This design comes from an exercise in tuning for small area and a short achievable clock period on the open sky130 flow, not from production work. In this exercise RTL edits were held to simulation tests only and were not proved equivalent to the original. Power is estimated from default activity; no workload was simulated.

## fp16_fma_top
module fp16_fma_top (
    input  logic        clk,
    input  logic        rst_n,
    input  logic        in_valid,
    input  logic [15:0] a,
    input  logic [15:0] b,
    input  logic [15:0] c,
    output logic [15:0] result,
    output logic        out_valid
);
For scale: about 2700 cells after synthesis, ~390 flip-flops.
clock: 8.0 ns
lec_check: 0
abc_area: 1
cap_margin: 20
core_margin: 2
core_utilization: 40
cts_cluster_diameter: 100
cts_cluster_size: 28
setup_slack_margin: 4.9
slew_margin: 20
run.sh (not shown) runs the stock make flow with config.mk's settings and CLKGATE_MAP_FILE= SYNTH_SCRIPT=/design/flow/synth_recipe.tcl, a recipe that flattens the netlist after the stock synthesis.
Next try:
- SETUP_SLACK_MARGIN: 4.9 -> 4.8
After rerunning: The new run went through all stages and came out clean; cell area goes down by 1.7%; utilization goes down by 0.79 points; worst setup slack is better by 0.017 ns; clock power goes down by about 9%.

Another version of the RTL of fp16_fma_top (not shown whole).
export LEC_CHECK = 0
export CAP_MARGIN = 20
export CORE_MARGIN = 2
export CORE_UTILIZATION = 40
export CTS_CLUSTER_DIAMETER = 100
export CTS_CLUSTER_SIZE = 28
export SETUP_SLACK_MARGIN = 4.8
export SLEW_MARGIN = 20
create_clock -name core_clock -period 8.0 [get_ports {clk}]
The starting point finished clean.
Then changed:
--- a/flow/config.mk
+++ b/flow/config.mk
@@ -8,7 +8,6 @@
 export CAP_MARGIN = 20
 export CORE_MARGIN = 2
-export CORE_UTILIZATION = 40
-export CTS_CLUSTER_DIAMETER = 100
-export CTS_CLUSTER_SIZE = 28
-export SETUP_SLACK_MARGIN = 4.8
+export CORE_UTILIZATION = 65
+export PLACE_DENSITY = 0.75
+export SETUP_SLACK_MARGIN = 5.0
 export SLEW_MARGIN = 20
=>
- The changed run produced a clean layout
- routed wire length increases by about 3%
- global-route usage goes up by 13 points
- die area came out lower by about 40%
- setup slack gets better by 28 ps
- clock-buffer cell count increases by 26
- total power is higher by about 12%
- first-iteration DRC count rises by about 27%
- sequential power is about the same
- clock power grows by 72%
- maximum frequency increases by 0.87%
Then changed:
--- a/flow/config.mk
+++ b/flow/config.mk
@@ -8,6 +8,6 @@
 export CAP_MARGIN = 20
 export CORE_MARGIN = 2
-export CORE_UTILIZATION = 65
-export PLACE_DENSITY = 0.75
-export SETUP_SLACK_MARGIN = 5.0
+export CORE_UTILIZATION = 40
+export CTS_BUF_LIST = sky130_fd_sc_hd__clkbuf_4 sky130_fd_sc_hd__clkbuf_8
+export SETUP_SLACK_MARGIN = 4.8
 export SLEW_MARGIN = 20
Result: The new run ran to the end with no violations; routed wire length shrinks slightly; power shrinks by a few percent; hold slack degrades by 18 ps; clock-buffer cell count grows by 57; setup slack degrades by 37 ps; final area stays flat; global-route usage shrinks by 12 points; die area grows by well over a third.
Then changed:
--- a/flow/config.mk
+++ b/flow/config.mk
@@ -6,8 +6,10 @@
 export NUM_CORES = 4
 export LEC_CHECK = 0
+export ABC_AREA = 1
 export CAP_MARGIN = 20
 export CORE_MARGIN = 2
 export CORE_UTILIZATION = 40
-export CTS_BUF_LIST = sky130_fd_sc_hd__clkbuf_4 sky130_fd_sc_hd__clkbuf_8
-export SETUP_SLACK_MARGIN = 4.8
+export CTS_CLUSTER_DIAMETER = 100
+export CTS_CLUSTER_SIZE = 28
+export SETUP_SLACK_MARGIN = 5.0
 export SLEW_MARGIN = 20
Total power decreases by 9.5%.
Setup slack gains 140 ps.
First-iteration DRC count came out higher by about 11%.
Global-route usage goes up by 0.65 points.
Clock-buffer cell count came out lower by 84.
Cell count is higher by 15%.
Fmax goes up by 4.4%.

fp16_fma_top again, from the RTL that the note above started with.
Design fp16_fma_top, start of the top module:
module fp16_fma_top (
    input  logic        clk,
    input  logic        rst_n,
    input  logic        in_valid,
    input  logic [15:0] a,
    input  logic [15:0] b,
    input  logic [15:0] c,
    output logic [15:0] result,
    output logic        out_valid
);
    logic        a_sub, b_sub, c_sub;
    logic        a_nan, a_inf, a_zero, b_nan, b_inf, b_zero, c_nan, c_inf, c_zero;
    logic        prod_nan, prod_inf, prod_zero;
    logic [3:0]  lz_a, lz_b, lz_c;
    logic [9:0]  fa_s, fb_s, fc_s, fa_n, fb_n, fc_n;
    logic [5:0]  xa, xb, xc;
    fp16_unpack u_na (.f(a[9:0]), .lz(lz_a), .frac(fa_s));
    fp16_unpack u_nb (.f(b[9:0]), .lz(lz_b), .frac(fb_s));
    fp16_unpack u_nc (.f(c[9:0]), .lz(lz_c), .frac(fc_s));
    always_comb begin
        a_sub  = a[14:10] == '0;
        b_sub  = b[14:10] == '0;
        c_sub  = c[14:10] == '0;
        a_nan  = (&a[14:10]) & (|a[9:0]);
        a_inf  = (&a[14:10]) & ~(|a[9:0]);
        a_zero = a_sub & ~(|a[9:0]);
        b_nan  = (&b[14:10]) & (|b[9:0]);
        b_inf  = (&b[14:10]) & ~(|b[9:0]);
        b_zero = b_sub & ~(|b[9:0]);
        c_nan  = (&c[14:10]) & (|c[9:0]);
        c_inf  = (&c[14:10]) & ~(|c[9:0]);
        c_zero = c_sub & ~(|c[9:0]);
        prod_nan  = a_nan | b_nan | (a_inf & b_zero) | (a_zero & b_inf);
  ...
==> flow/config.mk <==
export PLATFORM = sky130hd
export DESIGN_NAME = fp16_fma_top
export DESIGN_NICKNAME = fp16_fma_top
export VERILOG_FILES = /design/flow/design.v
export SDC_FILE = /design/flow/constraint.sdc
export NUM_CORES = 4
export LEC_CHECK = 0
export ABC_AREA = 1
export CAP_MARGIN = 20
export CORE_MARGIN = 2
export CORE_UTILIZATION = 40
export CTS_CLUSTER_DIAMETER = 100
export CTS_CLUSTER_SIZE = 28
export SETUP_SLACK_MARGIN = 4.6
export SLEW_MARGIN = 20
==> flow/constraint.sdc <==
create_clock -name core_clock -period 8.0 [get_ports {clk}]
set_input_delay 1.6000 -clock core_clock [delete_from_list [all_inputs] [get_ports {clk}]]
set_output_delay 1.6000 -clock core_clock [all_outputs]
set_load 0.01 [all_outputs]
==> next run, changes <==
--- a/flow/config.mk
+++ b/flow/config.mk
@@ -6,10 +6,7 @@
 export NUM_CORES = 4
 export LEC_CHECK = 0
-export ABC_AREA = 1
 export CAP_MARGIN = 20
 export CORE_MARGIN = 2
 export CORE_UTILIZATION = 40
-export CTS_CLUSTER_DIAMETER = 100
-export CTS_CLUSTER_SIZE = 28
-export SETUP_SLACK_MARGIN = 4.6
+export SETUP_SLACK_MARGIN = 4.8
 export SLEW_MARGIN = 20
What happened:
- The changed run finished with timing, DRC and antenna clean
- worst setup slack improved by 0.031 ns
- routed wire length shrinks by a few percent
- design area goes up by a few percent
- die area is higher slightly
- via count falls by a little under a tenth
- synthesized area is higher slightly
- total power went up by roughly a tenth
- core utilization went up by 1.0 points
==> next run, changes <==
--- a/flow/config.mk
+++ b/flow/config.mk
@@ -6,7 +6,10 @@
 export NUM_CORES = 4
 export LEC_CHECK = 0
+export ABC_AREA = 1
 export CAP_MARGIN = 20
 export CORE_MARGIN = 2
 export CORE_UTILIZATION = 40
+export CTS_CLUSTER_DIAMETER = 100
+export CTS_CLUSTER_SIZE = 28
 export SETUP_SLACK_MARGIN = 4.8
 export SLEW_MARGIN = 20
Effect: Clock power shrinks by 41%; power shrinks by 11%; clock skew barely changes; wire length grows by 2.1%; first-iteration DRC count grows by 8.6%; worst setup slack improves by 0.082 ns; maximum frequency grows by 2.6%; die area shrinks by 0.44%.
==> next run, changes <==
--- a/flow/config.mk
+++ b/flow/config.mk
@@ -6,10 +6,9 @@
 export NUM_CORES = 4
 export LEC_CHECK = 0
-export ABC_AREA = 1
 export CAP_MARGIN = 20
 export CORE_MARGIN = 2
 export CORE_UTILIZATION = 40
 export CTS_CLUSTER_DIAMETER = 100
-export CTS_CLUSTER_SIZE = 28
+export CTS_CLUSTER_SIZE = 20
 export SETUP_SLACK_MARGIN = 4.8
 export SLEW_MARGIN = 20
=>
- The new run produced a clean layout
- cell count came out lower by about 14%
- flip-flop and latch count stays the same
- power came out higher by about 2.6%
- global-route usage came out lower by 0.84 points

## separate check: timing with driven ports
Ports are ideal in the flow. The routed layouts listed here were re-timed in OpenROAD.
Step 1, drivers: a clkbuf_16 drives clk and a buf_2 each remaining input, both assumed.
Step 2 times the ports against the registers' clock, not the clock port: input delays grow and output delays shrink by t, the midpoint of the rising clock arrivals with the driver on.
Slacks: ideal / step 1 / step 2; pairs: ideal / step 1.
| run | t (ns) | setup WS [ns] | worst setup path after step 2 | clock arrival spread, ns | worst register clock-pin slew, ns |
|---|---|---|---|---|---|
| the first run of note 1 | 0.603 | 4.798 / 4.798 / 4.354 | input to register | 0.034 / 0.033 | 0.10 / 0.10 |
| the second run of note 1 | 0.600 | 4.816 / 4.816 / 4.288 | input to register | 0.020 / 0.020 | 0.10 / 0.10 |
| the first run of note 2 | 0.599 | 4.709 / 4.709 / 4.258 | input to register | 0.039 / 0.038 | 0.10 / 0.10 |
| the second run of note 2 | 0.594 | 4.738 / 4.738 / 4.444 | input to register | 0.030 / 0.030 | 0.07 / 0.07 |
| the third run of note 2 | 0.671 | 4.700 / 4.700 / 4.189 | input to register | 0.057 / 0.057 | 0.07 / 0.07 |
| the fourth run of note 2 | 0.611 | 4.839 / 4.839 / 4.314 | input to register | 0.033 / 0.033 | 0.11 / 0.11 |
| the first run of note 3 | 0.603 | 4.682 / 4.689 / 4.085 | input to register | 0.029 / 0.029 | 0.11 / 0.11 |
| the second run of note 3 | 0.617 | 4.713 / 4.713 / 4.220 | input to register | 0.029 / 0.029 | 0.07 / 0.07 |
| the third run of note 3 | 0.601 | 4.796 / 4.796 / 4.294 | input to register | 0.029 / 0.028 | 0.11 / 0.11 |
| the fourth run of note 3 | 0.607 | 4.690 / 4.690 / 4.237 | input to register | 0.023 / 0.023 | 0.09 / 0.09 |
After both steps setup and hold are still met in every run listed. For the first run of note 3, which loses most, drivers alone change the setup slack by +0.007 ns; drivers and shift together by -0.597 ns.
